Context: an optimization exercise on an open-source flow, tuned for small area, a short achievable clock period and few clock cycles per item. The choices shown serve that exercise and are no tape-out recipe. Function was checked by simulation only, so behaviour that the tests miss may differ from the original.

--- flow/run.sh ---
#!/bin/bash
# synth_recipe.tcl (not shown) runs the flow's synth.tcl, then flattens the netlist and writes it again
# the make line also repeats each setting of config.mk as NAME=value (left out here)
make -C /OpenROAD-flow-scripts/flow DESIGN_CONFIG=/design/flow/config.mk WORK_HOME=/design/flow/orfs CLKGATE_MAP_FILE= SYNTH_SCRIPT=/design/flow/synth_recipe.tcl finish
--- flow/config.mk ---
export PLATFORM = sky130hd
export DESIGN_NAME = ray_sphere_nearest_hit_unit
export DESIGN_NICKNAME = ray_sphere_nearest_hit_unit
export VERILOG_FILES = /design/flow/design.v
export SDC_FILE = /design/flow/constraint.sdc
export NUM_CORES = 4
export LEC_CHECK = 0
export CAP_MARGIN = 20
export CORE_MARGIN = 2
export CORE_UTILIZATION = 40
export SLEW_MARGIN = 20
--- flow/constraint.sdc ---
create_clock -name core_clock -period 11.0 [get_ports {clk}]
set_input_delay 2.2000 -clock core_clock [delete_from_list [all_inputs] [get_ports {clk}]]
set_output_delay 2.2000 -clock core_clock [all_outputs]
set_load 0.01 [all_outputs]
--- flow/design.v ---
`default_nettype none
package rsnh_pkg;
    localparam int FRAC_BITS  = 14;
    localparam int COORD_W    = 16;
    localparam int RADIUS_W   = 15;
    localparam int COLOR_W    = 8;
    localparam int SLOT_W     = 3;
    localparam int PIX_X_W    = 10;
    localparam int PIX_Y_W    = 9;
    localparam int INDEX_W    = 3;
    localparam int HIT_DIST_W = 16;
    localparam int GEOM_W = 3 * COORD_W + RADIUS_W;
    localparam int RGB_W  = 3 * COLOR_W;
    localparam int IN_WORD_W  = 1 + SLOT_W + 3 * COORD_W + RADIUS_W + 3 * COLOR_W + PIX_X_W + PIX_Y_W;
    localparam int OUT_WORD_W = 3 * COLOR_W + 1 + INDEX_W + HIT_DIST_W;
    localparam int CFG_INDEX_W = 2;
    localparam int CFG_DATA_W  = 16;
    localparam int ACTIVE_W    = 4;
    localparam logic [CFG_INDEX_W-1:0] CFG_EYE_X  = 2'd0;
    localparam logic [CFG_INDEX_W-1:0] CFG_EYE_Y  = 2'd1;
    localparam logic [CFG_INDEX_W-1:0] CFG_EYE_Z  = 2'd2;
    localparam logic [CFG_INDEX_W-1:0] CFG_ACTIVE = 2'd3;
    localparam logic signed [COORD_W-1:0] EYE_X_RST  = 16'sd8192;
    localparam logic signed [COORD_W-1:0] EYE_Y_RST  = 16'sd8192;
    localparam logic signed [COORD_W-1:0] EYE_Z_RST  = -16'sd16384;
    localparam logic [ACTIVE_W-1:0]       ACTIVE_RST = 4'd3;
endpackage
`default_nettype wire
`default_nettype none
module rsnh_sphere_mem #(
    parameter int DEPTH  = 8,
    parameter int ADDR_W = 3
) (
    input  logic                         clk,
    input  logic                         wr_en,
    input  logic [ADDR_W-1:0]            wr_addr,
    input  logic [rsnh_pkg::GEOM_W-1:0]  wr_geom,
    input  logic [rsnh_pkg::RGB_W-1:0]   wr_rgb,
    input  logic [ADDR_W-1:0]            geom_rd_addr,
    output logic [rsnh_pkg::GEOM_W-1:0]  geom_rd,
    input  logic [ADDR_W-1:0]            rgb_rd_addr,
    output logic [rsnh_pkg::RGB_W-1:0]   rgb_rd
);
    logic [rsnh_pkg::GEOM_W-1:0] geom_mem [DEPTH];
    logic [rsnh_pkg::RGB_W-1:0]  rgb_mem  [DEPTH];
    always_ff @(posedge clk)
    begin
        if (wr_en)
        begin
            geom_mem[wr_addr] <= wr_geom;
            rgb_mem[wr_addr]  <= wr_rgb;
        end
    end
    assign geom_rd = geom_mem[geom_rd_addr];
    assign rgb_rd  = rgb_mem[rgb_rd_addr];
endmodule
`default_nettype wire
`default_nettype none
module rsnh_divider #(
    parameter int DW    = 17,
    parameter int QW    = 16,
    parameter int NSTEP = 4
) (
    input  logic [DW-1:0]    den,
    input  logic [DW-1:0]    r_in,
    input  logic [QW-1:0]    q_in,
    input  logic [NSTEP-1:0] bits_in,
    output logic [DW-1:0]    r_out,
    output logic [QW-1:0]    q_out
);
    logic [DW-1:0] r;
    logic [QW-1:0] q;
    logic [DW:0]   rp;
    logic [DW+1:0] diff;
    always_comb
    begin
        r = r_in;
        q = q_in;
        rp = '0;
        diff = '0;
        for (int i = NSTEP - 1; i >= 0; i--)
        begin
            rp   = {r, bits_in[i]};
            diff = {1'b0, rp} - {2'b00, den};
            if (!diff[DW+1])
            begin
                r = diff[DW-1:0];
                q = {q[QW-2:0], 1'b1};
            end
            else
            begin
                r = rp[DW-1:0];
                q = {q[QW-2:0], 1'b0};
            end
        end
        r_out = r;
        q_out = q;
    end
endmodule
`default_nettype wire
`default_nettype none
module rsnh_square #(
    parameter int W = 18
) (
    input  logic [W-1:0]   x,
    output logic [2*W-1:0] y
);
    logic [2*W-1:0] s;
    always_comb
    begin
        s = '0;
        for (int i = 0; i < W; i++)
            s = s + ((x[i] ? ((({{W{1'b0}}, x} >> (i + 1)) << 2) | {{(2*W-1){1'b0}}, 1'b1})
                           : {(2*W){1'b0}}) << (2 * i));
        y = s;
    end
endmodule
module rsnh_dot3 (
    input  logic signed [15:0] a0, a1, a2,
    input  logic signed [16:0] b0, b1, b2,
    output logic signed [34:0] y
);
    logic [47:0] s;
    logic [15:0] a;
    logic [16:0] b;
    logic [2:0]  g;
    logic [17:0] m;
    logic        neg;
    always_comb
    begin
        s = '0;
        a = '0;
        b = '0;
        g = '0;
        m = '0;
        neg = 1'b0;
        for (int k = 0; k < 3; k++)
        begin
            a = (k == 0) ? a0 : ((k == 1) ? a1 : a2);
            b = (k == 0) ? b0 : ((k == 1) ? b1 : b2);
            for (int i = 0; i < 8; i++)
            begin
                g = {a[2*i+1], a[2*i], (i == 0) ? 1'b0 : a[2*i-1]};
                case (g)
                    3'b001, 3'b010: begin m = {b[16], b}; neg = 1'b0; end
                    3'b011:         begin m = {b, 1'b0};  neg = 1'b0; end
                    3'b100:         begin m = {b, 1'b0};  neg = 1'b1; end
                    3'b101, 3'b110: begin m = {b[16], b}; neg = 1'b1; end
                    default:        begin m = 18'd0;      neg = 1'b0; end
                endcase
                if (neg)
                    m = ~m;
                s = s + ({30'd0, ~m[17], m[16:0]} << (2 * i)) + ({47'd0, neg} << (2 * i));
            end
        end
        for (int k = 0; k < 3; k++)
            for (int i = 0; i < 8; i++)
                s = s - (48'd1 << (17 + 2 * i));
        y = s[34:0];
    end
endmodule
`default_nettype wire
`default_nettype none
module rsnh_isqrt #(
    parameter int RW     = 21,
    parameter int QW     = 18,
    parameter int VW     = 36,
    parameter int NSTEP  = 5,
    parameter int J0     = 0,
    parameter bit MASKED = 1'b1
) (
    input  logic [RW-1:0] r_in,
    input  logic [QW-1:0] q_in,
    input  logic [VW-1:0] v_in,
    output logic [RW-1:0] r_out,
    output logic [QW-1:0] q_out,
    output logic [VW-1:0] v_out
);
    logic [RW-1:0] r;
    logic [QW-1:0] q;
    logic [VW-1:0] v;
    logic [RW+1:0] rp;
    logic [RW+1:0] t;
    logic [RW+2:0] diff;
    always_comb
    begin
        r = r_in;
        q = q_in;
        v = v_in;
        rp = '0;
        t = '0;
        diff = '0;
        for (int i = 0; i < NSTEP; i++)
        begin
            rp   = {r, v[VW-1:VW-2]};
            v    = {v[VW-3:0], 2'b00};
            t    = '0;
            t[QW+1:0] = {q, 2'b01};
            diff = {1'b0, rp} - {1'b0, t};
            if (!diff[RW+2])
            begin
                r = diff[RW-1:0];
                q = {q[QW-2:0], 1'b1};
            end
            else
            begin
                r = rp[RW-1:0];
                q = {q[QW-2:0], 1'b0};
            end
            if (MASKED)
            begin
                for (int b = 0; b < RW; b++)
                    if (b >= J0 + i + 2) r[b] = 1'b0;
                for (int b = 0; b < QW; b++)
                    if (b >= J0 + i + 1) q[b] = 1'b0;
            end
        end
        r_out = r;
        q_out = q;
        v_out = v;
    end
endmodule
`default_nettype wire
`default_nettype none
module ray_sphere_nearest_hit_unit #(
    parameter int MAX_SPHERES  = 8,
    parameter int IMAGE_HEIGHT = 480
) (
    input  logic                                  clk,
    input  logic                                  rst_n,
    input  logic                                  in_valid,
    output logic                                  in_stall,
    input  logic [rsnh_pkg::IN_WORD_W-1:0]        in_word_bits,
    output logic                                  out_valid,
    input  logic                                  out_stall,
    output logic [rsnh_pkg::OUT_WORD_W-1:0]       out_word_bits,
    input  logic                                  cfg_we,
    input  logic [rsnh_pkg::CFG_INDEX_W-1:0]      cfg_index,
    input  logic [rsnh_pkg::CFG_DATA_W-1:0]       cfg_data
);
    localparam int FIFO_D = 4;
    localparam int CAP    = FIFO_D + 1;
    logic signed [15:0] eye_x, eye_y, eye_z;
    logic [3:0]         active;
    logic               eye_we;
    assign eye_we = cfg_we && (cfg_index != rsnh_pkg::CFG_ACTIVE);
    always_ff @(posedge clk or negedge rst_n)
    begin
        if (!rst_n)
        begin
            eye_x  <= rsnh_pkg::EYE_X_RST;
            eye_y  <= rsnh_pkg::EYE_Y_RST;
            eye_z  <= rsnh_pkg::EYE_Z_RST;
            active <= rsnh_pkg::ACTIVE_RST;
        end
        else if (cfg_we)
        begin
            case (cfg_index)
                rsnh_pkg::CFG_EYE_X: eye_x  <= cfg_data;
                rsnh_pkg::CFG_EYE_Y: eye_y  <= cfg_data;
                rsnh_pkg::CFG_EYE_Z: eye_z  <= cfg_data;
                default:             active <= cfg_data[3:0];
            endcase
        end
    end
    logic [3:0] n_test;
    assign n_test = active[3] ? 4'd8 : {1'b0, active[2:0]};
    logic         s0_v;
    logic [109:0] s0_w;
    logic         s0_op;
    logic         s0_take;
    logic         wr_en;
    logic         idle_all;
    logic         adv;
    assign s0_op    = s0_w[109];
    assign in_stall = s0_v;
    logic         cj_busy;
    logic         pix_take;
    assign wr_en    = s0_v && !s0_op && idle_all && !cj_busy;
    assign pix_take = adv && s0_v && s0_op && !cj_busy;
    assign s0_take  = pix_take || wr_en;
    always_ff @(posedge clk or negedge rst_n)
    begin
        if (!rst_n)
            s0_v <= 1'b0;
        else if (!s0_v)
            s0_v <= in_valid;
        else if (s0_take)
            s0_v <= 1'b0;
    end
    always_ff @(posedge clk)
    begin
        if (!s0_v)
            s0_w <= in_word_bits;
    end
    logic [62:0] geom_rd;
    logic [23:0] rgb_rd;
    logic [2:0]  i_k;
    logic [2:0]  rgb_addr;
    logic [2:0]  cj_e;
    logic        c_we;
    logic [35:0] a_acc;
    logic [35:0] c_rd;
    logic [35:0] c_mem [8];
    always_ff @(posedge clk)
    begin
        if (c_we)
            c_mem[cj_e] <= a_acc;
    end
    assign c_rd = c_mem[i_k];
    rsnh_sphere_mem #(.DEPTH(8), .ADDR_W(3)) u_mem (
        .clk          (clk),
        .wr_en        (wr_en),
        .wr_addr      (s0_w[108:106]),
        .wr_geom      (s0_w[105:43]),
        .wr_rgb       (s0_w[42:19]),
        .geom_rd_addr (cj_busy ? cj_e : i_k),
        .geom_rd      (geom_rd),
        .rgb_rd_addr  (rgb_addr),
        .rgb_rd       (rgb_rd)
    );
    logic [1:0] phase;
    logic       a_v, b_v, c_v, i_v;
    logic       i_last;
    logic       i_take_ok;
    logic [3:0] pcount;
    assign adv = (phase == 2'd3) && !(c_v && !i_take_ok);
    always_ff @(posedge clk or negedge rst_n)
    begin
        if (!rst_n)
            phase <= 2'd0;
        else if (adv)
            phase <= 2'd0;
        else if (phase != 2'd3)
            phase <= phase + 2'd1;
    end
    logic [10:0] pa;
    logic [9:0]  pb;
    logic [11:0] pa7;
    logic [10:0] pb7;
    logic [15:0] px;
    logic [14:0] pyq;
    logic signed [17:0] rx, ry;
    logic signed [16:0] rz;
    logic [23:0] px_m;
    logic [22:0] py_m;
    logic [17:0] rx_neg, ry_neg;
    logic [16:0] rz_neg;
    assign rx_neg = 18'd0 - rx;
    assign ry_neg = 18'd0 - ry;
    assign rz_neg = 17'd0 - rz;
    always_comb
    begin
        pa  = {s0_w[18:9], 1'b1};
        pb  = {s0_w[8:0], 1'b1};
        pa7 = {1'b0, pa} + 12'd7;
        pb7 = {1'b0, pb} + 11'd7;
        px_m = {12'd0, pa7} * 24'd4370;
        px  = ({5'd0, pa} << 4) + {5'd0, pa} + {8'd0, px_m[23:16]};
        py_m = {12'd0, pb7} * 23'd4370;
        pyq = ({5'd0, pb} << 4) + {5'd0, pb} + {8'd0, py_m[22:16]};
        rx  = $signed({2'b00, px}) - {{2{eye_x[15]}}, eye_x};
        ry  = 18'sd16384 - $signed({3'b000, pyq}) - {{2{eye_y[15]}}, eye_y};
        rz  = 17'sd0 - {eye_z[15], eye_z};
    end
    logic [16:0] a_rx;
    logic [15:0] a_ry, a_rz;
    logic [14:0] a_r;
    logic [2:0]  a_s;
    logic [16:0] a_sel;
    logic [33:0] a_sq;
    logic [1:0]  a_idx;
    logic [7:0]  dirty;
    logic [2:0]  cj_step;
    logic [7:0]  cj_onehot;
    logic [16:0] j_ox, j_oy, j_oz;
    logic [16:0] j_ox_n, j_oy_n, j_oz_n;
    assign cj_busy = (dirty != 8'd0);
    assign c_we    = cj_busy && (cj_step == 3'd5);
    assign cj_onehot = dirty & (8'd0 - dirty);
    always_comb
    begin
        cj_e = 3'd0;
        for (int e = 7; e >= 0; e--)
            if (dirty[e]) cj_e = e[2:0];
    end
    assign j_ox   = {eye_x[15], eye_x} - {geom_rd[62], geom_rd[62:47]};
    assign j_oy   = {eye_y[15], eye_y} - {geom_rd[46], geom_rd[46:31]};
    assign j_oz   = {eye_z[15], eye_z} - {geom_rd[30], geom_rd[30:15]};
    assign j_ox_n = 17'd0 - j_ox;
    assign j_oy_n = 17'd0 - j_oy;
    assign j_oz_n = 17'd0 - j_oz;
    always_ff @(posedge clk or negedge rst_n)
    begin
        if (!rst_n)
        begin
            dirty   <= 8'd0;
            cj_step <= 3'd0;
        end
        else if (eye_we)
        begin
            dirty   <= 8'hFF;
            cj_step <= 3'd0;
        end
        else if (wr_en)
        begin
            dirty   <= dirty | (8'd1 << s0_w[108:106]);
            cj_step <= 3'd0;
        end
        else if (cj_busy)
        begin
            if (cj_step == 3'd5)
            begin
                dirty   <= dirty & ~cj_onehot;
                cj_step <= 3'd0;
            end
            else
                cj_step <= cj_step + 3'd1;
        end
    end
    always_comb
    begin
        a_idx = cj_busy ? (cj_step[1:0] - 2'd1) : phase;
        case (a_idx)
            2'd0:    a_sel = a_rx;
            2'd1:    a_sel = {1'b0, a_ry};
            2'd2:    a_sel = {1'b0, a_rz};
            default: a_sel = {2'b00, a_r};
        endcase
    end
    rsnh_square #(.W(17)) u_asq (.x(a_sel), .y(a_sq));
    always_ff @(posedge clk or negedge rst_n)
    begin
        if (!rst_n)
            a_v <= 1'b0;
        else if (adv)
            a_v <= pix_take;
    end
    always_ff @(posedge clk)
    begin
        if (cj_busy)
        begin
            if (cj_step == 3'd0)
            begin
                a_rx <= j_ox[16] ? j_ox_n : j_ox;
                a_ry <= j_oy[16] ? j_oy_n[15:0] : j_oy[15:0];
                a_rz <= j_oz[16] ? j_oz_n[15:0] : j_oz[15:0];
                a_r  <= geom_rd[14:0];
            end
            else if (cj_step == 3'd4)
                a_acc <= a_acc - {2'b00, a_sq};
            else if (cj_step != 3'd5)
                a_acc <= ((cj_step == 3'd1) ? 36'd0 : a_acc) + {2'b00, a_sq};
        end
        else if (adv)
        begin
            a_rx <= rx[17] ? rx_neg[16:0] : rx[16:0];
            a_ry <= ry[17] ? ry_neg[15:0] : ry[15:0];
            a_rz <= rz[16] ? rz_neg[15:0] : rz[15:0];
            a_s  <= {rx[17], ry[17], rz[16]};
        end
        else if (phase != 2'd3)
        begin
            a_acc <= ((phase == 2'd0) ? 36'd0 : a_acc) + {2'b00, a_sq};
        end
    end
    logic [21:0] b_r, bl_r, bi_r;
    logic [19:0] b_q, bl_q, bi_q;
    logic [39:0] b_vv, bl_v, bi_v;
    logic [16:0] b_rx;
    logic [15:0] b_ry, b_rz;
    logic [2:0]  b_s;
    rsnh_isqrt #(.RW(22), .QW(20), .VW(40), .NSTEP(5), .J0(0), .MASKED(1'b1)) u_bl (
        .r_in ('0), .q_in ('0), .v_in ({7'd0, a_acc[32:0]}),
        .r_out(bl_r), .q_out(bl_q), .v_out(bl_v)
    );
    rsnh_isqrt #(.RW(22), .QW(20), .VW(40), .NSTEP(5), .J0(0), .MASKED(1'b0)) u_bi (
        .r_in (b_r), .q_in (b_q), .v_in (b_vv),
        .r_out(bi_r), .q_out(bi_q), .v_out(bi_v)
    );
    always_ff @(posedge clk or negedge rst_n)
    begin
        if (!rst_n)
            b_v <= 1'b0;
        else if (adv)
            b_v <= a_v;
    end
    always_ff @(posedge clk)
    begin
        if (adv)
        begin
            b_r  <= bl_r;
            b_q  <= bl_q;
            b_vv <= bl_v;
            b_rx <= a_rx;
            b_ry <= a_ry;
            b_rz <= a_rz;
            b_s  <= a_s;
        end
        else if (phase != 2'd3)
        begin
            b_r  <= bi_r;
            b_q  <= bi_q;
            b_vv <= bi_v;
        end
    end
    logic [16:0] c_len;
    logic        c_zero;
    logic [2:0]  c_s;
    logic [2:0][16:0] c_rem;
    logic [2:0][15:0] c_quo;
    logic [2:0][16:0] ci_r;
    logic [2:0][15:0] ci_q;
    logic [2:0][16:0] c_mag_in;
    assign c_mag_in[0] = b_rx;
    assign c_mag_in[1] = {1'b0, b_ry};
    assign c_mag_in[2] = {1'b0, b_rz};
    for (genvar g = 0; g < 3; g++)
    begin : g_div
        rsnh_divider #(.DW(17), .QW(16), .NSTEP(4)) u_ci (
            .den    (adv ? b_q[16:0] : c_len),
            .r_in   (adv ? (c_mag_in[g] >> 2) : c_rem[g]),
            .q_in   (adv ? 16'd0 : c_quo[g]),
            .bits_in(adv ? {c_mag_in[g][1:0], 2'b00} : 4'b0000),
            .r_out  (ci_r[g]),
            .q_out  (ci_q[g])
        );
        always_ff @(posedge clk)
        begin
            if (adv || phase != 2'd3)
            begin
                c_rem[g] <= ci_r[g];
                c_quo[g] <= ci_q[g];
            end
        end
    end
    always_ff @(posedge clk or negedge rst_n)
    begin
        if (!rst_n)
            c_v <= 1'b0;
        else if (adv)
            c_v <= b_v;
    end
    always_ff @(posedge clk)
    begin
        if (adv)
        begin
            c_len  <= b_q[16:0];
            c_zero <= (b_q[16:0] == 17'd0);
            c_s    <= b_s;
        end
    end
    logic [2:0][15:0] c_d;
    for (genvar g = 0; g < 3; g++)
    begin : g_round
        logic [15:0] mag;
        assign mag = c_quo[g] + {15'd0, ({c_rem[g], 1'b0} >= {1'b0, c_len})};
        assign c_d[g] = c_zero ? 16'd0 : (c_s[2-g] ? (16'd0 - mag) : mag);
    end
    logic signed [15:0] i_dx, i_dy, i_dz;
    logic               i_shade;
    logic               i_null;
    assign i_null    = (n_test == 4'd0);
    assign i_last    = i_null || ({1'b0, i_k} == n_test - 4'd1);
    assign i_take_ok = (!i_v || i_last) && (pcount < CAP[3:0]);
    logic i_load;
    assign i_load = adv && c_v;
    always_ff @(posedge clk or negedge rst_n)
    begin
        if (!rst_n)
        begin
            i_v <= 1'b0;
            i_k <= 3'd0;
        end
        else if (i_load)
        begin
            i_v <= 1'b1;
            i_k <= 3'd0;
        end
        else if (i_v)
        begin
            if (i_last)
                i_v <= 1'b0;
            i_k <= i_k + 3'd1;
        end
    end
    always_ff @(posedge clk)
    begin
        if (i_load)
        begin
            i_dx    <= c_d[0];
            i_dy    <= c_d[1];
            i_dz    <= c_d[2];
            i_shade <= c_s[1];
        end
    end
    typedef struct packed {
        logic       v;
        logic       last;
        logic       nul;
        logic       shade;
        logic [2:0] k;
    } tag_t;
    tag_t e1_t, e2_t, e3_t, e4_t;
    logic signed [15:0] e1_dx, e1_dy, e1_dz;
    logic signed [16:0] e1_ox, e1_oy, e1_oz;
    logic [35:0]        e1_c;
    always_ff @(posedge clk or negedge rst_n)
    begin
        if (!rst_n)
            e1_t.v <= 1'b0;
        else
            e1_t.v <= i_v;
    end
    always_ff @(posedge clk)
    begin
        e1_t.last  <= i_last;
        e1_t.nul   <= i_null;
        e1_t.shade <= i_shade;
        e1_t.k     <= i_k;
        e1_dx      <= i_dx;
        e1_dy      <= i_dy;
        e1_dz      <= i_dz;
        e1_ox      <= {eye_x[15], eye_x} - {geom_rd[62], geom_rd[62:47]};
        e1_oy      <= {eye_y[15], eye_y} - {geom_rd[46], geom_rd[46:31]};
        e1_oz      <= {eye_z[15], eye_z} - {geom_rd[30], geom_rd[30:15]};
        e1_c       <= c_rd;
    end
    logic signed [34:0] e2_dot;
    logic signed [34:0] dot_w;
    logic [35:0]        e2_c;
    rsnh_dot3 u_dot (
        .a0(e1_dx), .a1(e1_dy), .a2(e1_dz),
        .b0(e1_ox), .b1(e1_oy), .b2(e1_oz),
        .y (dot_w)
    );
    always_ff @(posedge clk or negedge rst_n)
    begin
        if (!rst_n)
            e2_t.v <= 1'b0;
        else
            e2_t.v <= e1_t.v;
    end
    always_ff @(posedge clk)
    begin
        e2_t.last  <= e1_t.last;
        e2_t.nul   <= e1_t.nul;
        e2_t.shade <= e1_t.shade;
        e2_t.k     <= e1_t.k;
        e2_dot <= dot_w;
        e2_c   <= e1_c;
    end
    logic signed [19:0] e3_h;
    logic [35:0]        e3_c;
    logic signed [34:0] e2_dotr;
    assign e2_dotr = e2_dot + (e2_dot[34] ? 35'sd8191 : 35'sd8192);
    always_ff @(posedge clk or negedge rst_n)
    begin
        if (!rst_n)
            e3_t.v <= 1'b0;
        else
            e3_t.v <= e2_t.v;
    end
    always_ff @(posedge clk)
    begin
        e3_t.last  <= e2_t.last;
        e3_t.nul   <= e2_t.nul;
        e3_t.shade <= e2_t.shade;
        e3_t.k     <= e2_t.k;
        e3_h       <= e2_dotr[33:14];
        e3_c       <= e2_c;
    end
    logic signed [38:0] e4_disc;
    logic signed [19:0] e4_h;
    logic [17:0]        h_mag;
    logic [19:0]        h_neg;
    logic [35:0]        h_sq;
    assign h_neg = 20'd0 - e3_h;
    assign h_mag = e3_h[19] ? h_neg[17:0] : e3_h[17:0];
    rsnh_square #(.W(18)) u_hsq (.x(h_mag), .y(h_sq));
    always_ff @(posedge clk or negedge rst_n)
    begin
        if (!rst_n)
            e4_t.v <= 1'b0;
        else
            e4_t.v <= e3_t.v;
    end
    always_ff @(posedge clk)
    begin
        e4_t.last  <= e3_t.last;
        e4_t.nul   <= e3_t.nul;
        e4_t.shade <= e3_t.shade;
        e4_t.k     <= e3_t.k;
        e4_h       <= e3_h;
        e4_disc    <= {3'b000, h_sq} - {{3{e3_c[35]}}, e3_c};
    end
    localparam int NSQ = 4;
    logic [NSQ-1:0][6:0]  sq_t;
    logic [NSQ-1:0]       sq_neg;
    logic [NSQ-1:0][19:0] sq_h;
    logic [NSQ-1:0][19:0] sq_r;
    logic [NSQ-1:0][17:0] sq_q;
    logic [NSQ-1:0][35:0] sq_v;
    for (genvar s = 0; s < NSQ; s++)
    begin : g_sq
        logic [19:0] r_in, r_out;
        logic [17:0] q_in, q_out;
        logic [35:0] v_in, v_out;
        logic [6:0]  t_in;
        logic        neg_in;
        logic [19:0] h_in;
        if (s == 0)
        begin : g_first
            assign r_in   = '0;
            assign q_in   = '0;
            assign v_in   = e4_disc[35:0];
            assign t_in   = e4_t;
            assign neg_in = e4_disc[38];
            assign h_in   = e4_h;
        end
        else
        begin : g_next
            assign r_in   = sq_r[s-1];
            assign q_in   = sq_q[s-1];
            assign v_in   = sq_v[s-1];
            assign t_in   = sq_t[s-1];
            assign neg_in = sq_neg[s-1];
            assign h_in   = sq_h[s-1];
        end
        rsnh_isqrt #(.RW(20), .QW(18), .VW(36), .NSTEP((s < 2) ? 5 : 4),
                     .J0((s < 2) ? 5 * s : 10 + 4 * (s - 2)), .MASKED(1'b1)) u_sq (
            .r_in(r_in), .q_in(q_in), .v_in(v_in),
            .r_out(r_out), .q_out(q_out), .v_out(v_out)
        );
        always_ff @(posedge clk or negedge rst_n)
        begin
            if (!rst_n)
                sq_t[s] <= '0;
            else
                sq_t[s] <= t_in;
        end
        always_ff @(posedge clk)
        begin
            sq_neg[s] <= neg_in;
            sq_h[s]   <= h_in;
            sq_r[s]   <= r_out;
            sq_q[s]   <= q_out;
            sq_v[s]   <= v_out;
        end
    end
    tag_t               f_in;
    logic signed [20:0] t_near, t_far, t_sel;
    logic               hit;
    logic               f_found;
    logic [19:0]        f_t;
    logic [2:0]         f_k;
    logic               r_v;
    logic               r_shade;
    assign f_in = sq_t[NSQ-1];
    always_comb
    begin
        t_near = 21'sd0 - {sq_h[NSQ-1][19], sq_h[NSQ-1]} - $signed({3'b000, sq_q[NSQ-1]});
        t_far  = 21'sd0 - {sq_h[NSQ-1][19], sq_h[NSQ-1]} + $signed({3'b000, sq_q[NSQ-1]});
        t_sel  = t_near[20] ? t_far : t_near;
        hit    = !f_in.nul && !sq_neg[NSQ-1] && !t_sel[20];
    end
    always_ff @(posedge clk or negedge rst_n)
    begin
        if (!rst_n)
            r_v <= 1'b0;
        else
            r_v <= f_in.v && f_in.last;
    end
    always_ff @(posedge clk)
    begin
        if (f_in.v)
        begin
            if (f_in.k == 3'd0)
            begin
                f_found <= hit;
                f_t     <= t_sel[19:0];
                f_k     <= f_in.k;
            end
            else if (hit && (!f_found || t_sel[19:0] < f_t))
            begin
                f_found <= 1'b1;
                f_t     <= t_sel[19:0];
                f_k     <= f_in.k;
            end
            r_shade <= f_in.shade;
        end
    end
    typedef struct packed {
        logic        found;
        logic [2:0]  k;
        logic [15:0] dst;
        logic        shade;
    } res_t;
    logic [20:0] fifo [FIFO_D];
    logic [1:0] wp, rp;
    logic [2:0] fcount;
    res_t       push_w, head;
    logic       pop;
    logic       taken;
    assign push_w.found = f_found;
    assign push_w.k     = f_k;
    assign push_w.dst  = (f_t[19:16] != 4'd0) ? 16'hFFFF : f_t[15:0];
    assign push_w.shade = r_shade;
    assign head     = fifo[rp];
    assign rgb_addr = head.k;
    logic               out_v;
    logic [43:0]        out_w;
    assign taken = out_v && !out_stall;
    assign pop   = (fcount != 3'd0) && (!out_v || !out_stall);
    always_ff @(posedge clk)
    begin
        if (r_v)
            fifo[wp] <= push_w;
    end
    always_ff @(posedge clk or negedge rst_n)
    begin
        if (!rst_n)
        begin
            wp     <= '0;
            rp     <= '0;
            fcount <= '0;
            out_v  <= 1'b0;
            pcount <= '0;
        end
        else
        begin
            if (r_v)
                wp <= wp + 2'd1;
            if (pop)
                rp <= rp + 2'd1;
            fcount <= fcount + {2'd0, r_v} - {2'd0, pop};
            if (pop)
                out_v <= 1'b1;
            else if (taken)
                out_v <= 1'b0;
            pcount <= pcount + {3'd0, i_load} - {3'd0, taken};
        end
    end
    always_ff @(posedge clk)
    begin
        if (pop)
        begin
            if (head.found)
                out_w <= {rgb_rd, 1'b1, head.k, head.dst};
            else
                out_w <= {{24{head.shade}}, 1'b0, 3'd0, 16'd0};
        end
    end
    assign out_valid     = out_v;
    assign out_word_bits = out_w;
    assign idle_all = !a_v && !b_v && !c_v && (pcount == 4'd0);
endmodule
`default_nettype wire
==> flow_metrics.py, run 1 <==
metrics = {
    "global_route": {
        "first_global_vias": 116308,
        "grt_pass1_wl_um": 723800,
        "grt_use_total_pct": 23.79,
        "grt_max_degree": 127,
        "antenna_found_initial": 18,
        "grt-ovfl-total": 0,
    },
    "clocking": {
        "cts_buffers": 244,
        "clkLatencyLatePin_ns": 0.99,
        "cts_sinks": 2317,
        "cts_tree": "built",
        "clock_path_buffers": 4,
        "clk_pin_slew_worst_paths_ns": 0.07,
        "postCtsHoldBufs": 0,
        "htree_levels": 4,
        "cts_root_buffer": "clkbuf_16",
    },
    "cells_and_area": {
        "nets": 18855,
        "final_area_mm2": 0.1862,
        "area_growth_pct": 19.46,
        "layout-drive-gt1-share_pct": 17.28,
        "fin_cells": 22227,
    },
    "synth": {
        "synth_cells": 15342,
        "synth_seq_cells": 2317,
        "synth_flop_cell": "edfxtp_1",
        "async_reset_ff_share_pct": 5.093,
        "synth_nets": 17390,
        "ys_types": 99,
        "yosys_warnings": 12,
        "yosysTopAreaCellShare_pct": 30.72,
        "synth-edff-count": 1595,
        "synthTopCellsByArea": "edfxtp_1 31%, ha_1 11%, dfxtp_1 7.8%",
        "synth_top_cell_by_area": "edfxtp_1",
        "syn_area_mm2": 0.1559,
        "synth.avg_cell_area_um2": 10.16,
        "ys_seq_area_share_pct": 40.38,
    },
    "worst_hold_path": {
        "hp-start": "i_dz[9]",
        "holdPathStages": 0,
        "min_path_type": "register to register",
    },
    "critical_path": {
        "reg2reg_slack_ns": -0.32,
        "slowest_delay_ns": 0.56,
        "cp_data_required_time_ns": 11.66,
        "slowest_stage": "dfstp_2",
        "critical_path.max_fanout": 8,
        "worstSetupEndpointType": "register",
        "r2r-start": "active[0]",
        "crit_start": "active[0]",
        "path_class": "register to register",
        "path_common_cell": "buf_4",
        "worstRegToRegCells": 61,
        "worst_setup_path_start_kind": "register",
        "arrival_ns": 11.98,
    },
    "status": {
        "status": "complete, but fails checks",
        "violations": "setup timing",
    },
    "route": {
        "vias_per_cell": 5.395,
        "routedWlPerCell_um": 21.80,
        "dr.pass1.iters": 6,
        "drcViolationCount": 0,
        "vias": 119908,
        "ant_nets": 0,
        "wirelength_um": 484500,
        "drtIter0Drc": 10396,
    },
    "placement": {
        "io_buffers": 178,
        "hpwl_um": 365100,
        "placed_cells": 21532,
        "pre_cts_slack_ns": -0.6779,
        "placed_area_mm2": 0.1738,
        "gp_congestion": 1.019,
    },
    "sta": {
        "fmax_ghz": 0.08837,
        "drv_slew": 0,
        "finalSetupViolations": 74,
        "hold_viol_final": 0,
        "fin_worst_skew_ns": 0.1121,
        "final_critical_path_setup_slack_ns": -0.3163,
        "fin_crit_sh_pct": 102.9,
        "tightest_slew_ns": 1.326,
        "hold_ws_ns": 0.3072,
        "relSlewSlack_pct": 11.25,
        "grt_setup_unrepaired": "yes",
        "period_needed_ns": 11.32,
    },
    "flow_run": {
        "max_cap_violations": 0,
    },
    "floorplanning": {
        "dieWidth_um": 628.3,
        "die_area_mm2": 0.3948,
        "core_mm2": 0.3885,
        "ios": 179,
        "row_count": 229,
        "fp.dieH_um": 628.3,
        "start_util_pct": 40.13,
    },
}
## cell families after synthesis
family / after synthesis / share of synthesized area, %
adder cells (fa/ha/maj): 1921 / 18.30
AND/OR/NAND/NOR: 4468 / 12.97
flip-flops: 2317 / 40.38
buffers and inverters: 1823 / 4.428
multiplexers: 406 / 3.857
XOR/XNOR: 1288 / 7.236
AO/OA/AOI/OAI: 3119 / 12.83
## placed cells by master (no fill, tap or decap), types with 546 or more instances in the layout
cell type,synthesis,final
buf_4,0,1576
xnor2_1,739,732
dfxtp_1,604,600
edfxtp_1,1595,1595
inv_1,1169,1154
fa_1,601,592
ha_1,1314,1254
a21oi_1,808,714
xor2_1,549,546
o21ai_0,735,640
nor2_1,1166,1106
nand2_1,1697,1666
## synthesized netlist by cell type (33+ instances only)
cell / number
nand2_1: 1697
edfxtp_1: 1595
ha_1: 1314
inv_1: 1169
nor2_1: 1166
a21oi_1: 808
xnor2_1: 739
o21ai_0: 735
dfxtp_1: 604
fa_1: 601
xor2_1: 549
clkbuf_1: 492
nand3_1: 388
a21o_1: 259
nor3_1: 232
a22oi_1: 219
nor2b_1: 206
nand2b_1: 174
mux2_2: 158
and3_1: 152
and2_1: 149
mux4_2: 140
o21a_1: 134
buf_1: 128
a31oi_1: 120
dfrtp_1: 112
o21bai_1: 111
mux2i_1: 108
a211oi_1: 105
o31ai_1: 80
a221oi_1: 72
or3_1: 70
a311oi_1: 59
a21boi_0: 56
o211ai_1: 48
nand4_1: 44
o221ai_1: 40
or2_2: 37
o22ai_1: 33
## what timing repair did
action | 4_1_cts | 5_1_grt
endpoints found under the setup margin | 77 | 83
gates cloned | 8 | 2
resized for setup | 282 | 306
pin swaps | 149 | 184
setup buffers | 131 | 99
## layout make-up
cell class	instances	area (um2)
Multi-Input combinational cell	11205	89100
Antenna cell	17	42.54
Timing Repair inverter	2	17.52
Inverter	1190	4521
Sequential cell	2317	62970
Tap cell	5197	6502
Clock inverter	126	1373
Fill cell	35878	202300
Clock buffer	326	6770
Timing Repair Buffer	1847	14960
## worst max-delay path, delay by kind of cell, from the launching register on
family	cells	cell delay (ns)
adder cells (fa/ha/maj)	5	1.32
XOR/XNOR	3	0.43
AND/OR/NAND/NOR	7	0.91
AO/OA/AOI/OAI	26	4.81
flip-flops	1	0.56
buffers and inverters	18	2.36
multiplexers	2	0.57
## metal layers
| metal | up-vias | part of all wire [%] | GRT usage, % |
|---|---|---|---|
| met1 | 58312 | 43 | 31.93 |
| met2 | 3823 | 46 | 38.86 |
| li1 | 56979 | - | - |
| met4 | 6 | 4.2 | 8.668 |
| met3 | 788 | 6.8 | 3.655 |
| met5 | - | 0.0087 | 0 |
## flip-flops by register name (all words and copies together) (netlist names), 22 cells and up
name	count
a_acc	36
b_r	22
b_vv	30
c_mem	288
c_quo	48
c_rem	51
e1_c	36
e2_c	36
e2_dot	35
e3_c	36
e4_disc	37
fifo	84
g_sq.r_in	32
g_sq.u_sq.v	24
out_w	44
s0_w	110
sq_h	80
sq_q	47
sq_t	28
u_mem.geom_mem	504
u_mem.rgb_mem	192
## per-stage QoR
stage          utilization [%]  TNS [ns]
6_report                 47.94    -11.74
5_1_grt                  47.93    -52.47
4_1_cts                  47.41    -3.638
3_5_place_dp             44.74    -41.97
3_3_place_gp             44.74    -26.28
2_1_floorplan                -    -25.23
## worst paths after layout
path | endpoint
worst max-delay path | c_rem[44]
worst min-delay path | e1_dz[9]
worst max register to register | c_rem[44]
worst min register to register | e1_dz[9]
max in group asynchronous | i_k[1]
min in group asynchronous | pcount[0]
Testbench counts, summed over its fixed seeds: cycles 23,656, pixels 4,096.
==> run 2: changes to the inputs <==
--- a/flow/design.v
+++ b/flow/design.v
@@ -163,2 +163,23 @@
 `default_nettype none
+module rsnh_sqacc #(
+    parameter int W  = 18,
+    parameter int AW = 39
+) (
+    input  logic [W-1:0]  x,
+    input  logic [AW-1:0] a,
+    input  logic          cin,
+    output logic [AW-1:0] y
+);
+    logic [AW-1:0] s;
+    always_comb
+    begin
+        s = a + {{(AW-1){1'b0}}, cin};
+        for (int i = 0; i < W; i++)
+            s = s + ((x[i] ? ((({{AW{1'b0}}, x} >> (i + 1)) << 2) | {{(AW-1){1'b0}}, 1'b1})
+                           : {AW{1'b0}}) << (2 * i));
+        y = s;
+    end
+endmodule
+`default_nettype wire
+`default_nettype none
 module rsnh_isqrt #(
@@ -224,2 +245,222 @@
 `default_nettype none
+module rsnh_setup_lane (
+    input  logic               clk,
+    input  logic               rst_n,
+    input  logic               adv,
+    input  logic               take,
+    input  logic [9:0]         pix_x,
+    input  logic [8:0]         pix_y,
+    input  logic signed [15:0] eye_x,
+    input  logic signed [15:0] eye_y,
+    input  logic signed [15:0] eye_z,
+    input  logic               job,
+    input  logic [2:0]         job_step,
+    input  logic [16:0]        job_ox,
+    input  logic [15:0]        job_oy,
+    input  logic [15:0]        job_oz,
+    input  logic [14:0]        job_r,
+    output logic [2:0]         phase,
+    output logic               a_v,
+    output logic               b_v,
+    output logic               c_v,
+    output logic [2:0][15:0]   d,
+    output logic               shade,
+    output logic [35:0]        acc
+);
+    always_ff @(posedge clk or negedge rst_n)
+    begin
+        if (!rst_n)
+            phase <= 3'd5;
+        else if (adv)
+            phase <= 3'd0;
+        else if (phase != 3'd5)
+            phase <= phase + 3'd1;
+    end
+    logic [10:0] pa;
+    logic [9:0]  pb;
+    logic [11:0] pa7;
+    logic [10:0] pb7;
+    logic [15:0] px;
+    logic [14:0] pyq;
+    logic signed [17:0] rx, ry;
+    logic signed [16:0] rz;
+    logic [23:0] px_m;
+    logic [22:0] py_m;
+    logic [17:0] rx_neg, ry_neg;
+    logic [16:0] rz_neg;
+    always_comb
+    begin
+        pa   = {pix_x, 1'b1};
+        pb   = {pix_y, 1'b1};
+        pa7  = {1'b0, pa} + 12'd7;
+        pb7  = {1'b0, pb} + 11'd7;
+        px_m = {12'd0, pa7} * 24'd4370;
+        px   = ({5'd0, pa} << 4) + {5'd0, pa} + {8'd0, px_m[23:16]};
+        py_m = {12'd0, pb7} * 23'd4370;
+        pyq  = ({5'd0, pb} << 4) + {5'd0, pb} + {8'd0, py_m[22:16]};
+        rx   = $signed({2'b00, px}) - {{2{eye_x[15]}}, eye_x};
+        ry   = 18'sd16384 - $signed({3'b000, pyq}) - {{2{eye_y[15]}}, eye_y};
+        rz   = 17'sd0 - {eye_z[15], eye_z};
+    end
+    assign rx_neg = 18'd0 - rx;
+    assign ry_neg = 18'd0 - ry;
+    assign rz_neg = 17'd0 - rz;
+    logic [16:0] a_rx;
+    logic [15:0] a_ry, a_rz;
+    logic [14:0] a_r;
+    logic [2:0]  a_s;
+    logic [16:0] a_sel;
+    logic [1:0]  a_idx;
+    logic [35:0] a_sum;
+    logic [35:0] a_base;
+    logic        a_sub;
+    always_comb
+    begin
+        a_idx = job ? (job_step[1:0] - 2'd1) : phase[1:0];
+        case (a_idx)
+            2'd0:    a_sel = a_rx;
+            2'd1:    a_sel = {1'b0, a_ry};
+            2'd2:    a_sel = {1'b0, a_rz};
+            default: a_sel = {2'b00, a_r};
+        endcase
+    end
+    assign a_sub  = job && (job_step == 3'd4);
+    assign a_base = (job ? (job_step == 3'd1) : (phase == 3'd0)) ? 36'd0 : acc;
+    rsnh_sqacc #(.W(17), .AW(36)) u_asq (
+        .x(a_sel), .a(a_sub ? ~a_base : a_base), .cin(1'b0), .y(a_sum)
+    );
+    always_ff @(posedge clk or negedge rst_n)
+    begin
+        if (!rst_n)
+            a_v <= 1'b0;
+        else if (adv)
+            a_v <= take;
+    end
+    always_ff @(posedge clk)
+    begin
+        if (job)
+        begin
+            if (job_step == 3'd0)
+            begin
+                a_rx <= job_ox;
+                a_ry <= job_oy;
+                a_rz <= job_oz;
+                a_r  <= job_r;
+            end
+            else if (job_step != 3'd5)
+                acc <= a_sub ? ~a_sum : a_sum;
+        end
+        else if (adv)
+        begin
+            a_rx <= rx[17] ? rx_neg[16:0] : rx[16:0];
+            a_ry <= ry[17] ? ry_neg[15:0] : ry[15:0];
+            a_rz <= rz[16] ? rz_neg[15:0] : rz[15:0];
+            a_s  <= {rx[17], ry[17], rz[16]};
+        end
+        else if (phase < 3'd3)
+        begin
+            acc <= a_sum;
+        end
+    end
+    logic [19:0] b_r, bl_r, bi_r;
+    logic [17:0] b_q, bl_q, bi_q;
+    logic [35:0] b_vv, bl_v, bi_v;
+    logic [16:0] b_rx;
+    logic [15:0] b_ry, b_rz;
+    logic [2:0]  b_s;
+    rsnh_isqrt #(.RW(20), .QW(18), .VW(36), .NSTEP(3), .J0(0), .MASKED(1'b1)) u_bl (
+        .r_in ('0), .q_in ('0), .v_in ({3'd0, acc[32:0]}),
+        .r_out(bl_r), .q_out(bl_q), .v_out(bl_v)
+    );
+    rsnh_isqrt #(.RW(20), .QW(18), .VW(36), .NSTEP(3), .J0(0), .MASKED(1'b0)) u_bi (
+        .r_in (b_r), .q_in (b_q), .v_in (b_vv),
+        .r_out(bi_r), .q_out(bi_q), .v_out(bi_v)
+    );
+    always_ff @(posedge clk or negedge rst_n)
+    begin
+        if (!rst_n)
+            b_v <= 1'b0;
+        else if (adv)
+            b_v <= a_v;
+    end
+    always_ff @(posedge clk)
+    begin
+        if (adv)
+        begin
+            b_r  <= bl_r;
+            b_q  <= bl_q;
+            b_vv <= bl_v;
+            b_rx <= a_rx;
+            b_ry <= a_ry;
+            b_rz <= a_rz;
+            b_s  <= a_s;
+        end
+        else if (phase != 3'd5)
+        begin
+            b_r  <= bi_r;
+            b_q  <= bi_q;
+            b_vv <= bi_v;
+        end
+    end
+    logic [16:0] c_len;
+    logic        c_zero;
+    logic [2:0]  c_s;
+    logic [2:0][16:0] c_rem;
+    logic [2:0][17:0] c_quo;
+    logic [2:0]       c_low;
+    logic [2:0][16:0] ci_r;
+    logic [2:0][17:0] ci_q;
+    logic [2:0][16:0] c_mag_in;
+    logic c_first;
+    assign c_first = (phase == 3'd5);
+    assign c_mag_in[0] = b_rx;
+    assign c_mag_in[1] = {1'b0, b_ry};
+    assign c_mag_in[2] = {1'b0, b_rz};
+    for (genvar g = 0; g < 3; g++)
+    begin : g_div
+        rsnh_divider #(.DW(17), .QW(18), .NSTEP(3)) u_ci (
+            .den    (c_first ? b_q[16:0] : c_len),
+            .r_in   (c_first ? (c_mag_in[g] >> 4) : c_rem[g]),
+            .q_in   (c_first ? 18'd0 : c_quo[g]),
+            .bits_in(c_first ? c_mag_in[g][3:1] : ((phase == 3'd0) ? {c_low[g], 2'b00} : 3'b000)),
+            .r_out  (ci_r[g]),
+            .q_out  (ci_q[g])
+        );
+        always_ff @(posedge clk)
+        begin
+            if (adv || phase != 3'd5)
+            begin
+                c_rem[g] <= ci_r[g];
+                c_quo[g] <= ci_q[g];
+            end
+            if (adv)
+                c_low[g] <= c_mag_in[g][0];
+        end
+    end
+    always_ff @(posedge clk or negedge rst_n)
+    begin
+        if (!rst_n)
+            c_v <= 1'b0;
+        else if (adv)
+            c_v <= b_v;
+    end
+    always_ff @(posedge clk)
+    begin
+        if (adv)
+        begin
+            c_len  <= b_q[16:0];
+            c_zero <= (b_q[16:0] == 17'd0);
+            c_s    <= b_s;
+        end
+    end
+    for (genvar g = 0; g < 3; g++)
+    begin : g_round
+        logic [15:0] mag;
+        assign mag  = c_quo[g][15:0] + {15'd0, ({c_rem[g], 1'b0} >= {1'b0, c_len})};
+        assign d[g] = c_zero ? 16'd0 : (c_s[2-g] ? (16'd0 - mag) : mag);
+    end
+    assign shade = c_s[1];
+endmodule
+`default_nettype wire
+`default_nettype none
 module ray_sphere_nearest_hit_unit #(
@@ -273,3 +514,2 @@
     logic         idle_all;
-    logic         adv;
     assign s0_op    = s0_w[109];
@@ -278,4 +518,4 @@
     logic         pix_take;
+    logic         s0_pix;
     assign wr_en    = s0_v && !s0_op && idle_all && !cj_busy;
-    assign pix_take = adv && s0_v && s0_op && !cj_busy;
     assign s0_take  = pix_take || wr_en;
@@ -321,53 +561,12 @@
     );
-    logic [1:0] phase;
-    logic       a_v, b_v, c_v, i_v;
-    logic       i_last;
-    logic       i_take_ok;
-    logic [3:0] pcount;
-    assign adv = (phase == 2'd3) && !(c_v && !i_take_ok);
-    always_ff @(posedge clk or negedge rst_n)
-    begin
-        if (!rst_n)
-            phase <= 2'd0;
-        else if (adv)
-            phase <= 2'd0;
-        else if (phase != 2'd3)
-            phase <= phase + 2'd1;
-    end
-    logic [10:0] pa;
-    logic [9:0]  pb;
-    logic [11:0] pa7;
-    logic [10:0] pb7;
-    logic [15:0] px;
-    logic [14:0] pyq;
-    logic signed [17:0] rx, ry;
-    logic signed [16:0] rz;
-    logic [23:0] px_m;
-    logic [22:0] py_m;
-    logic [17:0] rx_neg, ry_neg;
-    logic [16:0] rz_neg;
-    assign rx_neg = 18'd0 - rx;
-    assign ry_neg = 18'd0 - ry;
-    assign rz_neg = 17'd0 - rz;
-    always_comb
-    begin
-        pa  = {s0_w[18:9], 1'b1};
-        pb  = {s0_w[8:0], 1'b1};
-        pa7 = {1'b0, pa} + 12'd7;
-        pb7 = {1'b0, pb} + 11'd7;
-        px_m = {12'd0, pa7} * 24'd4370;
-        px  = ({5'd0, pa} << 4) + {5'd0, pa} + {8'd0, px_m[23:16]};
-        py_m = {12'd0, pb7} * 23'd4370;
-        pyq = ({5'd0, pb} << 4) + {5'd0, pb} + {8'd0, py_m[22:16]};
-        rx  = $signed({2'b00, px}) - {{2{eye_x[15]}}, eye_x};
-        ry  = 18'sd16384 - $signed({3'b000, pyq}) - {{2{eye_y[15]}}, eye_y};
-        rz  = 17'sd0 - {eye_z[15], eye_z};
-    end
-    logic [16:0] a_rx;
-    logic [15:0] a_ry, a_rz;
-    logic [14:0] a_r;
-    logic [2:0]  a_s;
-    logic [16:0] a_sel;
-    logic [33:0] a_sq;
-    logic [1:0]  a_idx;
+    logic [1:0]       adv_l, take_l, a_v_l, b_v_l, c_v_l, shade_l;
+    logic [1:0][2:0]  phase_l;
+    logic [1:0][2:0][15:0] d_l;
+    logic [1:0][35:0] acc_l;
+    logic             in_turn, out_turn;
+    logic             i_v;
+    logic             i_last;
+    logic             i_take_ok;
+    logic [3:0]       pcount;
+    logic             i_load;
     logic [7:0]  dirty;
@@ -377,4 +576,4 @@
     logic [16:0] j_ox_n, j_oy_n, j_oz_n;
-    assign cj_busy = (dirty != 8'd0);
-    assign c_we    = cj_busy && (cj_step == 3'd5);
+    assign cj_busy   = (dirty != 8'd0);
+    assign c_we      = cj_busy && (cj_step == 3'd5);
     assign cj_onehot = dirty & (8'd0 - dirty);
@@ -420,62 +619,40 @@
     end
-    always_comb
-    begin
-        a_idx = cj_busy ? (cj_step[1:0] - 2'd1) : phase;
-        case (a_idx)
-            2'd0:    a_sel = a_rx;
-            2'd1:    a_sel = {1'b0, a_ry};
-            2'd2:    a_sel = {1'b0, a_rz};
-            default: a_sel = {2'b00, a_r};
-        endcase
-    end
-    rsnh_square #(.W(17)) u_asq (.x(a_sel), .y(a_sq));
-    always_ff @(posedge clk or negedge rst_n)
-    begin
-        if (!rst_n)
-            a_v <= 1'b0;
-        else if (adv)
-            a_v <= pix_take;
-    end
-    always_ff @(posedge clk)
-    begin
-        if (cj_busy)
-        begin
-            if (cj_step == 3'd0)
-            begin
-                a_rx <= j_ox[16] ? j_ox_n : j_ox;
-                a_ry <= j_oy[16] ? j_oy_n[15:0] : j_oy[15:0];
-                a_rz <= j_oz[16] ? j_oz_n[15:0] : j_oz[15:0];
-                a_r  <= geom_rd[14:0];
-            end
-            else if (cj_step == 3'd4)
-                a_acc <= a_acc - {2'b00, a_sq};
-            else if (cj_step != 3'd5)
-                a_acc <= ((cj_step == 3'd1) ? 36'd0 : a_acc) + {2'b00, a_sq};
-        end
-        else if (adv)
-        begin
-            a_rx <= rx[17] ? rx_neg[16:0] : rx[16:0];
-            a_ry <= ry[17] ? ry_neg[15:0] : ry[15:0];
-            a_rz <= rz[16] ? rz_neg[15:0] : rz[15:0];
-            a_s  <= {rx[17], ry[17], rz[16]};
-        end
-        else if (phase != 2'd3)
-        begin
-            a_acc <= ((phase == 2'd0) ? 36'd0 : a_acc) + {2'b00, a_sq};
-        end
+    assign s0_pix = s0_v && s0_op && !cj_busy;
+    for (genvar l = 0; l < 2; l++)
+    begin : g_lane
+        logic want;
+        logic hand_ok;
+        assign want       = s0_pix && (in_turn == l[0]);
+        assign hand_ok    = !c_v_l[l] || ((out_turn == l[0]) && i_take_ok);
+        assign adv_l[l]   = (phase_l[l] == 3'd5) && hand_ok &&
+                            (want || a_v_l[l] || b_v_l[l] || c_v_l[l]);
+        assign take_l[l]  = adv_l[l] && want;
+        rsnh_setup_lane u_lane (
+            .clk     (clk),
+            .rst_n   (rst_n),
+            .adv     (adv_l[l]),
+            .take    (take_l[l]),
+            .pix_x   (s0_w[18:9]),
+            .pix_y   (s0_w[8:0]),
+            .eye_x   (eye_x),
+            .eye_y   (eye_y),
+            .eye_z   (eye_z),
+            .job     ((l == 0) ? cj_busy : 1'b0),
+            .job_step(cj_step),
+            .job_ox  (j_ox[16] ? j_ox_n : j_ox),
+            .job_oy  (j_oy[16] ? j_oy_n[15:0] : j_oy[15:0]),
+            .job_oz  (j_oz[16] ? j_oz_n[15:0] : j_oz[15:0]),
+            .job_r   (geom_rd[14:0]),
+            .phase   (phase_l[l]),
+            .a_v     (a_v_l[l]),
+            .b_v     (b_v_l[l]),
+            .c_v     (c_v_l[l]),
+            .d       (d_l[l]),
+            .shade   (shade_l[l]),
+            .acc     (acc_l[l])
+        );
     end
-    logic [21:0] b_r, bl_r, bi_r;
-    logic [19:0] b_q, bl_q, bi_q;
-    logic [39:0] b_vv, bl_v, bi_v;
-    logic [16:0] b_rx;
-    logic [15:0] b_ry, b_rz;
-    logic [2:0]  b_s;
-    rsnh_isqrt #(.RW(22), .QW(20), .VW(40), .NSTEP(5), .J0(0), .MASKED(1'b1)) u_bl (
-        .r_in ('0), .q_in ('0), .v_in ({7'd0, a_acc[32:0]}),
-        .r_out(bl_r), .q_out(bl_q), .v_out(bl_v)
-    );
-    rsnh_isqrt #(.RW(22), .QW(20), .VW(40), .NSTEP(5), .J0(0), .MASKED(1'b0)) u_bi (
-        .r_in (b_r), .q_in (b_q), .v_in (b_vv),
-        .r_out(bi_r), .q_out(bi_q), .v_out(bi_v)
-    );
+    assign a_acc    = acc_l[0];
+    assign pix_take = take_l[0] || take_l[1];
+    assign i_load   = out_turn ? (adv_l[1] && c_v_l[1]) : (adv_l[0] && c_v_l[0]);
     always_ff @(posedge clk or negedge rst_n)
@@ -483,78 +660,14 @@
         if (!rst_n)
-            b_v <= 1'b0;
-        else if (adv)
-            b_v <= a_v;
-    end
-    always_ff @(posedge clk)
-    begin
-        if (adv)
-        begin
-            b_r  <= bl_r;
-            b_q  <= bl_q;
-            b_vv <= bl_v;
-            b_rx <= a_rx;
-            b_ry <= a_ry;
-            b_rz <= a_rz;
-            b_s  <= a_s;
-        end
-        else if (phase != 2'd3)
-        begin
-            b_r  <= bi_r;
-            b_q  <= bi_q;
-            b_vv <= bi_v;
-        end
-    end
-    logic [16:0] c_len;
-    logic        c_zero;
-    logic [2:0]  c_s;
-    logic [2:0][16:0] c_rem;
-    logic [2:0][15:0] c_quo;
-    logic [2:0][16:0] ci_r;
-    logic [2:0][15:0] ci_q;
-    logic [2:0][16:0] c_mag_in;
-    assign c_mag_in[0] = b_rx;
-    assign c_mag_in[1] = {1'b0, b_ry};
-    assign c_mag_in[2] = {1'b0, b_rz};
-    for (genvar g = 0; g < 3; g++)
-    begin : g_div
-        rsnh_divider #(.DW(17), .QW(16), .NSTEP(4)) u_ci (
-            .den    (adv ? b_q[16:0] : c_len),
-            .r_in   (adv ? (c_mag_in[g] >> 2) : c_rem[g]),
-            .q_in   (adv ? 16'd0 : c_quo[g]),
-            .bits_in(adv ? {c_mag_in[g][1:0], 2'b00} : 4'b0000),
-            .r_out  (ci_r[g]),
-            .q_out  (ci_q[g])
-        );
-        always_ff @(posedge clk)
         begin
-            if (adv || phase != 2'd3)
-            begin
-                c_rem[g] <= ci_r[g];
-                c_quo[g] <= ci_q[g];
-            end
+            in_turn  <= 1'b0;
+            out_turn <= 1'b0;
         end
-    end
-    always_ff @(posedge clk or negedge rst_n)
-    begin
-        if (!rst_n)
-            c_v <= 1'b0;
-        else if (adv)
-            c_v <= b_v;
-    end
-    always_ff @(posedge clk)
-    begin
-        if (adv)
+        else
         begin
-            c_len  <= b_q[16:0];
-            c_zero <= (b_q[16:0] == 17'd0);
-            c_s    <= b_s;
+            if (pix_take)
+                in_turn <= !in_turn;
+            if (i_load)
+                out_turn <= !out_turn;
         end
     end
-    logic [2:0][15:0] c_d;
-    for (genvar g = 0; g < 3; g++)
-    begin : g_round
-        logic [15:0] mag;
-        assign mag = c_quo[g] + {15'd0, ({c_rem[g], 1'b0} >= {1'b0, c_len})};
-        assign c_d[g] = c_zero ? 16'd0 : (c_s[2-g] ? (16'd0 - mag) : mag);
-    end
     logic signed [15:0] i_dx, i_dy, i_dz;
@@ -565,4 +678,2 @@
     assign i_take_ok = (!i_v || i_last) && (pcount < CAP[3:0]);
-    logic i_load;
-    assign i_load = adv && c_v;
     always_ff @(posedge clk or negedge rst_n)
@@ -590,6 +701,6 @@
         begin
-            i_dx    <= c_d[0];
-            i_dy    <= c_d[1];
-            i_dz    <= c_d[2];
-            i_shade <= c_s[1];
+            i_dx    <= d_l[out_turn][0];
+            i_dy    <= d_l[out_turn][1];
+            i_dz    <= d_l[out_turn][2];
+            i_shade <= shade_l[out_turn];
         end
@@ -676,6 +787,8 @@
     logic [19:0]        h_neg;
-    logic [35:0]        h_sq;
+    logic [38:0]        disc_w;
     assign h_neg = 20'd0 - e3_h;
     assign h_mag = e3_h[19] ? h_neg[17:0] : e3_h[17:0];
-    rsnh_square #(.W(18)) u_hsq (.x(h_mag), .y(h_sq));
+    rsnh_sqacc #(.W(18), .AW(39)) u_hsq (
+        .x(h_mag), .a(~{{3{e3_c[35]}}, e3_c}), .cin(1'b1), .y(disc_w)
+    );
     always_ff @(posedge clk or negedge rst_n)
@@ -694,5 +807,5 @@
         e4_h       <= e3_h;
-        e4_disc    <= {3'b000, h_sq} - {{3{e3_c[35]}}, e3_c};
+        e4_disc    <= disc_w;
     end
-    localparam int NSQ = 4;
+    localparam int NSQ = 5;
     logic [NSQ-1:0][6:0]  sq_t;
@@ -729,4 +842,4 @@
         end
-        rsnh_isqrt #(.RW(20), .QW(18), .VW(36), .NSTEP((s < 2) ? 5 : 4),
-                     .J0((s < 2) ? 5 * s : 10 + 4 * (s - 2)), .MASKED(1'b1)) u_sq (
+        rsnh_isqrt #(.RW(20), .QW(18), .VW(36), .NSTEP((s == 0) ? 5 : ((s == 1) ? 4 : 3)),
+                     .J0((s == 0) ? 0 : ((s == 1) ? 5 : 9 + 3 * (s - 2))), .MASKED(1'b1)) u_sq (
             .r_in(r_in), .q_in(q_in), .v_in(v_in),
@@ -855,3 +968,3 @@
     assign out_word_bits = out_w;
-    assign idle_all = !a_v && !b_v && !c_v && (pcount == 4'd0);
+    assign idle_all = (a_v_l == 2'b00) && (b_v_l == 2'b00) && (c_v_l == 2'b00) && (pcount == 4'd0);
 endmodule
--- a/flow/config.mk
+++ b/flow/config.mk
@@ -10,2 +10,3 @@
 export CORE_UTILIZATION = 40
+export SETUP_SLACK_MARGIN = 1.0
 export SLEW_MARGIN = 20
==> run 2 against run 1 <==
Net effect: now clean on timing, DRC and antenna; register-to-register slack better by 1.7 ns; global-route usage down 1.9 points; highest routed layer unchanged; die area up 16%; wire length up 6.5%; critical path depth down 19; largest cell class unchanged; first-iteration DRC count up 11%; area after synthesis up 16%; critical endpoint is now g_lane[0].u_lane.c_rem[21]; clock skew up 0.015 ns; synthesized cell count up 13%; clock-buffer cell count up 60; non-clock buffer count down 1150.
==> flow_metrics.py, run 2 <==
metrics = {
    "synth": {
        "synth_common_cells": "1958 x nand2_1, 1908 x edfxtp_1, 1510 x ha_1",
        "ys_types": 110,
        "synth_nets": 19804,
        "synth_flop_cell": "edfxtp_1",
        "yosys_warnings": 14,
        "synth_seq_cells": 2718,
        "syn_area_mm2": 0.1811,
        "yosysTopAreaCellShare_pct": 31.65,
        "synthTopCellsByArea": "edfxtp_1 32%, ha_1 10%, fa_1 8.7%",
        "synth_cells": 17377,
        "async_reset_ff_share_pct": 4.930,
        "synth-edff-count": 1908,
        "synth.avg_cell_area_um2": 10.42,
        "synth.most_common_cell": "nand2_1",
        "ys_seq_area_share_pct": 40.98,
        "synth_top_cell_by_area": "edfxtp_1",
    },
    "sta": {
        "fmax_ghz": 0.1035,
        "grt_setup_unrepaired": "yes",
        "setup_tns_ns": 0,
        "fin_worst_skew_ns": 0.1274,
        "drv_slew": 0,
        "hold_viol_final": 0,
        "tightest_slew_ns": 1.267,
        "finalSetupViolations": 0,
        "relSlewSlack_pct": 15.13,
        "final_critical_path_setup_slack_ns": 1.338,
        "period_needed_ns": 9.662,
        "fin_crit_sh_pct": 87.83,
    },
    "critical_path": {
        "path_common_cell": "a21oi_2",
        "slowest_delay_ns": 0.69,
        "critical_path.max_fanout": 11,
        "worst_setup_path_start_kind": "register",
        "cp_data_required_time_ns": 11.67,
        "slowest_stage": "a21boi_0",
        "r2r_end": "g_lane[0].u_lane.c_rem[21]",
        "arrival_ns": 10.33,
        "worstSetupEndpointType": "register",
        "path_class": "register to register",
        "r2r-start": "g_lane[0].u_lane.phase[0]",
        "reg2reg_slack_ns": 1.34,
        "worstRegToRegCells": 42,
    },
    "clocking": {
        "cts_tree": "built",
        "clock_path_buffers": 4,
        "cts_sinks": 2718,
        "htree_levels": 5,
        "clk_pin_slew_worst_paths_ns": 0.07,
        "cts_root_buffer": "clkbuf_16",
        "clkLatencyLatePin_ns": 0.98,
        "cts_buffers": 296,
    },
    "route": {
        "vias": 130554,
        "routedWlPerCell_um": 21.59,
        "wirelength_um": 516000,
        "dr.pass1.iters": 7,
        "ant_nets": 0,
        "drtIter0Drc": 11534,
        "vias_per_cell": 5.463,
        "drcViolationCount": 0,
    },
    "cells_and_area": {
        "final_common_cell": "nand2_1",
        "nets": 20103,
        "fill_cells": 41889,
        "largestRegisters": "u_mem.geom_mem x504, c_mem x288, u_mem.rgb_mem x192",
        "final_area_mm2": 0.2035,
        "final_core_util_pct": 45.07,
        "layout-drive-gt1-share_pct": 10.26,
        "final_cell_mix": "1947 x nand2_1, 1908 x edfxtp_1, 1492 x ha_1, 1393 x inv_1, 1238 x nor2_1",
        "regMostFlops": "u_mem.geom_mem",
        "largest_register_ffs": 504,
        "area_growth_pct": 12.39,
    },
    "global_route": {
        "grt_max_degree": 109,
        "grt_pass1_wl_um": 781100,
        "antenna_found_initial": 12,
        "grt-ovfl-total": 0,
        "first_global_vias": 127820,
        "grt_use_total_pct": 21.92,
    },
    "floorplanning": {
        "dieWidth_um": 676.8,
        "die_area_mm2": 0.4580,
        "row_count": 247,
        "fp.dieH_um": 676.8,
        "start_util_pct": 40.10,
        "core_mm2": 0.4515,
        "ios": 179,
    },
    "worst_hold_path": {
        "min_path_type": "register to register",
        "holdPathEnd": "e3_c[31]",
        "holdPathStages": 0,
        "hp-start": "e2_c[31]",
    },
    "placement": {
        "placed_area_mm2": 0.1915,
        "gp_congestion": 0.9417,
        "hpwl_um": 386800,
        "io_buffers": 178,
        "pre_cts_slack_ns": 0.2116,
    },
    "status": {
        "status": "timing/DRC/antenna clean",
    },
    "flow_run": {
        "max_cap_violations": 0,
    },
}
## run 2: how the worst max path moves through the flow
stage / startpoint / to / cells after the start
floorplan: g_lane[1].u_lane.phase[0] / g_lane[1].u_lane.c_rem[24] / 55
global placement: g_lane[1].u_lane.phase[0] / g_lane[1].u_lane.c_rem[40] / 45
detailed placement: g_lane[1].u_lane.phase[0] / g_lane[1].u_lane.c_rem[46] / 45
CTS: g_lane[0].u_lane.phase[0] / g_lane[0].u_lane.c_rem[31] / 48
global route: g_lane[0].u_lane.phase[0] / g_lane[0].u_lane.c_rem[49] / 46
finish: g_lane[0].u_lane.phase[0] / g_lane[0].u_lane.c_rem[21] / 42
## run 2: critical path: cells and delay by family (launching register included)
family / cells / cell delay (ns)
AOI/OAI and AO/OA: 25 / 4.83
adders and majority gates: 4 / 1.10
buffers and inverters: 3 / 0.69
DFF: 1 / 0.58
muxes: 3 / 0.87
and+or+nand+nor: 7 / 1.23
## run 2: area by class of cell
class / count / area, um2 / area share [%]
clock inverters: 152 / 1753 / 0.8614
inverters: 1418 / 5356 / 2.632
multi-input cells: 12545 / 100400 / 49.33
repair buffers: 697 / 6132 / 3.014
clock buffers: 386 / 8173 / 4.016
flip-flops and latches: 2718 / 74200 / 36.47
well taps: 5976 / 7477 / 3.675
diodes: 6 / 15.01 / 0.007379
## run 2: logic make-up after synthesis
family / after synthesis / share of synthesized area [%]
XOR/XNOR: 1443 / 6.988
AO/OA/AOI/OAI: 3248 / 11.61
AND/OR/NAND/NOR: 4949 / 12.34
multiplexers: 610 / 4.581
buffers and inverters: 2115 / 4.403
flip-flops: 2718 / 40.98
adder cells (fa/ha/maj): 2294 / 19.10
## run 2: timing repair
item | CTS | global route
gates cloned | 4 | 4
endpoints found under the setup margin | 108 | 151
resized for setup | 79 | 189
pin swaps | 26 | 113
buffers inserted | 43 | 87
hold buffers | 0 | 0
## run 2: routing by layer
layer,GRT usage (%),vias to the layer above,wire length (um)
li1,-,61763,-
met1,29.65,64082,225400
met2,35.80,3842,237100
met3,2.941,857,30760
met4,8.314,10,22600
met5,0,-,59
## run 2: stage by stage
| step | hold slack [ns] | instances |
|---|---|---|
| final | 0.2520 | 23898 |
| after global routing | 0.2560 | 23897 |
| after detailed placement | 0.3121 | 23216 |
| after floorplan | 0.3096 | 17377 |
| after CTS | 0.2413 | 23801 |
| after global placement | 0.3097 | 23216 |
Testbench counts of run 2, summed over its fixed seeds: cycles 22,600, pixels 4,096.

## port drivers added, routing unchanged
How much do the figures lean on ideal ports? The routed layouts below were timed once more, with nothing changed but the port constraints.
Step 1 (the two cells are an assumption about what drives the block):
set clk [get_ports {clk}]
set_driving_cell -lib_cell sky130_fd_sc_hd__clkbuf_16 $clk
set_driving_cell -lib_cell sky130_fd_sc_hd__buf_2 [delete_from_list [all_inputs] $clk]
Step 2 also shifts input and output timing later by t, the mid clock arrival at the registers, as if the neighbouring blocks saw the same clock.
Slacks: ideal ports / drivers / drivers and shift; pairs: ideal ports / drivers.
run | t (ns) | setup slack, ns | worst slew at a driven data input, ns
run 1 | 1.056 | -0.316 / -0.316 / -0.316 | 0.08
run 2 | 1.044 | 1.338 / 1.338 / 1.338 | 0.15
